This is an optimization exercise on Yosys and OpenROAD, whose aim is small area and a short achievable clock period, not a production implementation. RTL that was checked went through simulation tests only; none was proved equivalent to the original. Power and IR drop assume default switching activity.

old:
## dual_issue_decode
module dual_issue_decode (
	input  logic			clk,
	input  logic			reset,
	input  logic [31:0]		instr_first,
	input  logic [31:0]		instr_second,
	input  logic [7:0]		pc,
	input  logic [7:0]		branch_pc,
	input  logic			branch_taken,
	output logic [31:0]		even_instr,
	output logic [10:0]		even_op,
	output logic [1:0]		even_unit,
	output logic [6:0]		even_rt,
	output logic			even_write,
	output logic [31:0]		odd_instr,
	output logic [10:0]		odd_op,
	output logic [1:0]		odd_unit,
	output logic [6:0]		odd_rt,
	output logic			odd_write,
	output logic			first_odd,
	output logic			stall,
	output logic [7:0]		stall_pc
);
	logic [31:0] a, b;			 
	logic ea, eb, oa, ob;		 
	logic [31:0] ew, ow;
	assign ew = ({32{ea}} & a) | ({32{eb}} & b);
	assign ow = ({32{oa}} & a) | ({32{ob}} & b);
	logic e_rrr, e_ila, e_ai, e_nop, e_fx1, e_shl;
	assign e_rrr = ew[31];
	assign e_ila = ~ew[31] & ew[30] & ~ew[29] & ew[25];
	assign e_ai  = ~ew[31] & ew[28] & ew[26];
	assign e_nop = ~ew[31] & ew[30] & ~ew[29] & ~ew[25];
	assign e_fx1 = e_ila | (~ew[31] & ~ew[30] & ew[28]);
	assign e_shl = ~ew[31] & ~ew[30] & ~ew[28] & ew[27];
	logic [6:0] e_rt0;
  ...
Size: ~1,700 cells after synthesis, roughly 160 flip-flops, roughly 200 I/O pins, roughly 12,000 sq um of cells after synthesis.
export LEC_CHECK = 0
export CAP_MARGIN = 0
export CORE_MARGIN = 2
export CORE_UTILIZATION = 35
export PLACE_DENSITY = 0.5
export SETUP_SLACK_MARGIN = 4.7
export SLEW_MARGIN = 0
create_clock -name core_clock -period 9.0 [get_ports {clk}]
standard.sh (not shown) runs the stock make flow with config.mk's settings and CLKGATE_MAP_FILE= SYNTH_SCRIPT=/design/flow/synth_recipe.tcl, a recipe that flattens the netlist after the stock synthesis.
==> flow/flow/run.sh <==
#!/bin/bash
# The standard layout, with two changes:
#  - synthesis maps with an area-oriented ABC script (flow/abc_area.script),
#    otherwise the same as synth_recipe.tcl;
#  - the port buffers are plain buf_1 cells.
set -euo pipefail
HERE=$(pwd)
export BUFFER_PORTS_ARGS="-buffer_cell sky130_fd_sc_hd__buf_1"
export MY_ABC_SCRIPT=$HERE/flow/abc_area.script
sed "s#SYNTH_SCRIPT=[^ ]*#SYNTH_SCRIPT=$HERE/flow/synth.tcl#" standard.sh > own_standard.sh
bash own_standard.sh > flow_make.log 2>&1
==> flow/flow/abc_area.script <==
strash
dch
map -a
topo
stime -c
buffer -c
upsize -c
dnsize -c
==> flow/flow/synth.tcl <==
# The standard synthesis (synth_recipe.tcl), with ABC's mapping script replaced
# by the area-oriented one next to this file.
proc synth {args} { yosys synth -nofsm -noshare {*}$args }
proc abc {args} {
  set i [lsearch -exact $args -script]
  if { $i >= 0 && [info exists ::env(MY_ABC_SCRIPT)] } {
    set args [lreplace $args $i [expr {$i + 1}] -script $::env(MY_ABC_SCRIPT)]
  }
  yosys abc {*}$args
}
source $::env(SCRIPTS_DIR)/synth.tcl
# left out here: clear keep_hierarchy, flatten, clean up, hide names made inside functions, write 1_2_yosys.v
old closes out successfully: all stages finished, all timing, DRC and antenna checks passed.
--- input diff old..new ---
Settings: CAP_MARGIN: 0 -> 20; SLEW_MARGIN: 0 -> 20; PLACE_DENSITY: 0.5 -> 0.62; CORE_UTILIZATION: 35 -> 45.
Notes after the runs:
- On sequential power, old and new are neck and neck.
- old vs new, highest metal layer with signal wires: met4 vs met5
- Total length of routed met3 wires, new vs old: up by more than a quarter
- Going from old to new, the total via count after detailed routing was found to have gone up by about 1.3%.

========
Another version of the RTL of dual_issue_decode (not shown whole).
Size: about 2000 cells after synthesis, roughly 160 flip-flops, ~200 I/O pins.
Settings: LEC_CHECK=0, CAP_MARGIN=20, CORE_MARGIN=2, CORE_UTILIZATION=35, PLACE_DENSITY=0.5, SETUP_SLACK_MARGIN=4.7, SLEW_MARGIN=20; clock period 9.0 ns.
Scripts as last shown in full above: flow/flow/run.sh, flow/flow/abc_area.script, flow/flow/synth.tcl
The starting point produced a clean layout.
Change:
CORE_UTILIZATION = 45   (was 35)
PLACE_DENSITY = 0.6   (was 0.5)
SETUP_SLACK_MARGIN = default   (was 4.7)
Cell area fell by 9.4%; register-to-register slack loses 1.0 ns; setup slack loses 0.88 ns; routed wire length fell by 7.8%; sequential cell count is unchanged; clock-buffer cell count fell by 1.
Function was not checked in any run of this note: the RTL went through the layout flow alone.

========
## v12
RTL: one of the versions met above, not the one the previous note started from.
Size: roughly 1700 cells after synthesis, ~200 I/O pins, about 0.012 sq mm of cells after synthesis.
==> flow/config.mk <==
export PLATFORM = sky130hd
export DESIGN_NAME = dual_issue_decode
export DESIGN_NICKNAME = dual_issue_decode
export VERILOG_FILES = /design/flow/design.v
export SDC_FILE = /design/flow/constraint.sdc
export NUM_CORES = 4
export LEC_CHECK = 0
export CAP_MARGIN = 20
export CORE_MARGIN = 2
export CORE_UTILIZATION = 35
export PLACE_DENSITY = 0.5
export SETUP_SLACK_MARGIN = 4.5
export SLEW_MARGIN = 20
==> flow/constraint.sdc <==
create_clock -name core_clock -period 9.0 [get_ports {clk}]
set_input_delay 1.8000 -clock core_clock [delete_from_list [all_inputs] [get_ports {clk}]]
set_output_delay 1.8000 -clock core_clock [all_outputs]
set_load 0.01 [all_outputs]
Scripts as last shown in full above: flow/flow/run.sh, flow/flow/abc_area.script, flow/flow/synth.tcl
The following lists how v44 was set up differently from v12:
# v12
export LEC_CHECK = 0
export CAP_MARGIN = 20
export CORE_MARGIN = 2
export CORE_UTILIZATION = 35
export PLACE_DENSITY = 0.5
export SETUP_SLACK_MARGIN = 4.5
export SLEW_MARGIN = 20
create_clock -name core_clock -period 9.0 [get_ports {clk}]
# v44
export LEC_CHECK = 0
export CAP_MARGIN = 20
export CORE_MARGIN = 2
export CORE_UTILIZATION = 35
export PLACE_DENSITY = 0.5
export SETUP_SLACK_MARGIN = 4.7
export SLEW_MARGIN = 20
create_clock -name core_clock -period 9.0 [get_ports {clk}]
==> flow/flow/abc_area.script <==
strash
dch
map -a
Results
v44 went all the way through synthesis, placement and routing and the layout is clean on timing, DRC and antenna.
Run comparison: v12 most frequent standard cell in the layout excluding fill and tap cells sky130_fd_sc_hd__inv_1; v44 most frequent standard cell in the layout excluding fill and tap cells sky130_fd_sc_hd__clkinv_1
The higher final worst-path cycle share of v44 and v12 is in v12.
v44 against v12: headroom to the max-slew limit went up by 15 points; synthesized cell count has decreased.
For v23, these inputs were changed with respect to v44:
# v44
export LEC_CHECK = 0
export CAP_MARGIN = 20
export CORE_MARGIN = 2
export CORE_UTILIZATION = 35
export PLACE_DENSITY = 0.5
export SETUP_SLACK_MARGIN = 4.7
export SLEW_MARGIN = 20
create_clock -name core_clock -period 9.0 [get_ports {clk}]
# v23
export LEC_CHECK = 0
export CAP_MARGIN = 20
export CORE_MARGIN = 2
export CORE_UTILIZATION = 25
export PLACE_DENSITY = 0.4
export SETUP_SLACK_MARGIN = 4.7
export SLEW_MARGIN = 20
create_clock -name core_clock -period 9.0 [get_ports {clk}]
==> flow/flow/abc_area.script <==
strash
ifraig
scorr
dc2
strash
dch -f
map -a
topo
stime -c
buffer -c
upsize -c
dnsize -c
==> comparison <==
Relative to v44, sequential-to-total area share from yosys stat decreased by 1.9 points in v23.
Looking at v44 and v23, the clock-pin slew reported for the worst setup and hold paths after clock tree synthesis is a wash.
v44 → v23: share of post-route cells with drive strength above 1 moved up; sequential share of layout area fell by 0.47 points; post-placement worst setup slack lower; area growth from synthesis to final layout shows a reduction of 6.1 points.
The final layout from v23, which completed every stage, passed the timing, DRC and antenna checks at the end of the flow.
Summary of v23 over v44: clock-buffer cell count fell 3, peak ir drop on the vdd network fell about 26%, maximum frequency rose 1.8%, average wire per standard cell rose about 0.33%, post-route fraction of the period consumed by the critical path fell 0.86 points.
A leading cell type in the layout, fill and taps excluded of sky130_fd_sc_hd__clkinv_1 is what v44 shows, while sky130_fd_sc_hd__inv_1 belongs to v23.
A top layer used by detailed routing of met4 is what v23 shows, while met5 belongs to v44.
The following lists how v2 was set up differently from v23:
# v23
export LEC_CHECK = 0
export CAP_MARGIN = 20
export CORE_MARGIN = 2
export CORE_UTILIZATION = 25
export PLACE_DENSITY = 0.4
export SETUP_SLACK_MARGIN = 4.7
export SLEW_MARGIN = 20
create_clock -name core_clock -period 9.0 [get_ports {clk}]
# v2
export LEC_CHECK = 0
export CAP_MARGIN = 20
export CORE_MARGIN = 2
export CORE_UTILIZATION = 35
export CTS_BUF_LIST = sky130_fd_sc_hd__clkbuf_4 sky130_fd_sc_hd__clkbuf_8
export CTS_CLUSTER_SIZE = 30
export PLACE_DENSITY = 0.5
export SETUP_SLACK_MARGIN = 4.7
export SLEW_MARGIN = 20
create_clock -name core_clock -period 9.0 [get_ports {clk}]
==> flow/flow/abc_area.script <==
strash
dch
map -a
topo
stime -c
buffer -c
upsize -c
dnsize -c
Findings:
Setup slack at placement, v2 and v23: lower on v23. Minimum clock period, v2 and v23, lower one = v23. | sequential share of power | lower: v23 |. For v2 and v23, there was not a single run that failed to finish clean. Delta (v2 minus v23): cell area after layout lower, clock slew seen by the registers of the worst setup and hold paths has increased, global-route met1 utilization went up, first-pass GRT wire length decreased by 5.6% relative to the old numbers. For v2, the cell with the largest stage delay on the worst path was sky130_fd_sc_hd__a2111oi_1, unlike v23, where it was sky130_fd_sc_hd__nor4_1. Compared v2 against v23; maximum level of the CTS H-tree within noise.
--- input diff v2..v48 ---
# v2
export LEC_CHECK = 0
export CAP_MARGIN = 20
export CORE_MARGIN = 2
export CORE_UTILIZATION = 35
export CTS_BUF_LIST = sky130_fd_sc_hd__clkbuf_4 sky130_fd_sc_hd__clkbuf_8
export CTS_CLUSTER_SIZE = 30
export PLACE_DENSITY = 0.5
export SETUP_SLACK_MARGIN = 4.7
export SLEW_MARGIN = 20
create_clock -name core_clock -period 9.0 [get_ports {clk}]
# v48
export LEC_CHECK = 0
export CAP_MARGIN = 20
export CORE_MARGIN = 2
export CORE_UTILIZATION = 25
export PLACE_DENSITY = 0.4
export SETUP_SLACK_MARGIN = 4.7
export SLEW_MARGIN = 20
export TNS_END_PERCENT = 10
create_clock -name core_clock -period 9.0 [get_ports {clk}]
Notes after the runs:
- v48 reports a higher cell count than v2 does.
- Diff v48 and v2: non-clock buffer count higher in v2
- Diff v2..v48 | synthesized area | unchanged
- On hold slack, v2 beats v48.

## separate check: timing with driven ports
Ports are ideal in the flow. The routed layouts listed here were re-timed in OpenROAD.
Step 1 sets driving cells, clkbuf_16 on the clock port and buf_2 on the other inputs (assumed; they add their load-dependent delay and slew).
Step 2 times the ports against the registers' clock, not the clock port: input delays grow and output delays shrink by t, the midpoint of the rising clock arrivals with the driver on.
Slacks: ideal ports / drivers / drivers and shift; pairs: ideal ports / drivers.
| run | t (ns) | slack for setup (ns) | worst setup path after step 2 | clock arrival spread, ns |
|---|---|---|---|---|
| old | 0.517 | 4.776 / 4.722 / 4.289 | input to register | 0.013 / 0.012 |
| new | 0.488 | 4.664 / 4.689 / 4.201 | input to register | 0.018 / 0.018 |
| the first run of note 2 | 0.512 | 4.689 / 4.706 / 4.194 | input to register | 0.010 / 0.010 |
| the second run of note 2 | 0.510 | 3.811 / 3.811 / 3.701 | input to register | 0.019 / 0.019 |
| v12 | 0.514 | 4.505 / 4.536 / 4.023 | input to register | 0.012 / 0.011 |
| v44 | 0.511 | 4.618 / 4.652 / 4.141 | input to register | 0.016 / 0.016 |
| v23 | 0.513 | 4.696 / 4.671 / 4.210 | input to register | 0.012 / 0.012 |
| v2 | 0.564 | 4.659 / 4.686 / 4.124 | input to register | 0.019 / 0.020 |
| v48 | 0.557 | 4.653 / 4.594 / 4.140 | input to register | 0.018 / 0.018 |
After both steps every run listed still meets setup and hold. The setup slack of v2, which loses most, moves by +0.027 ns with the drivers and by -0.535 ns with both steps.
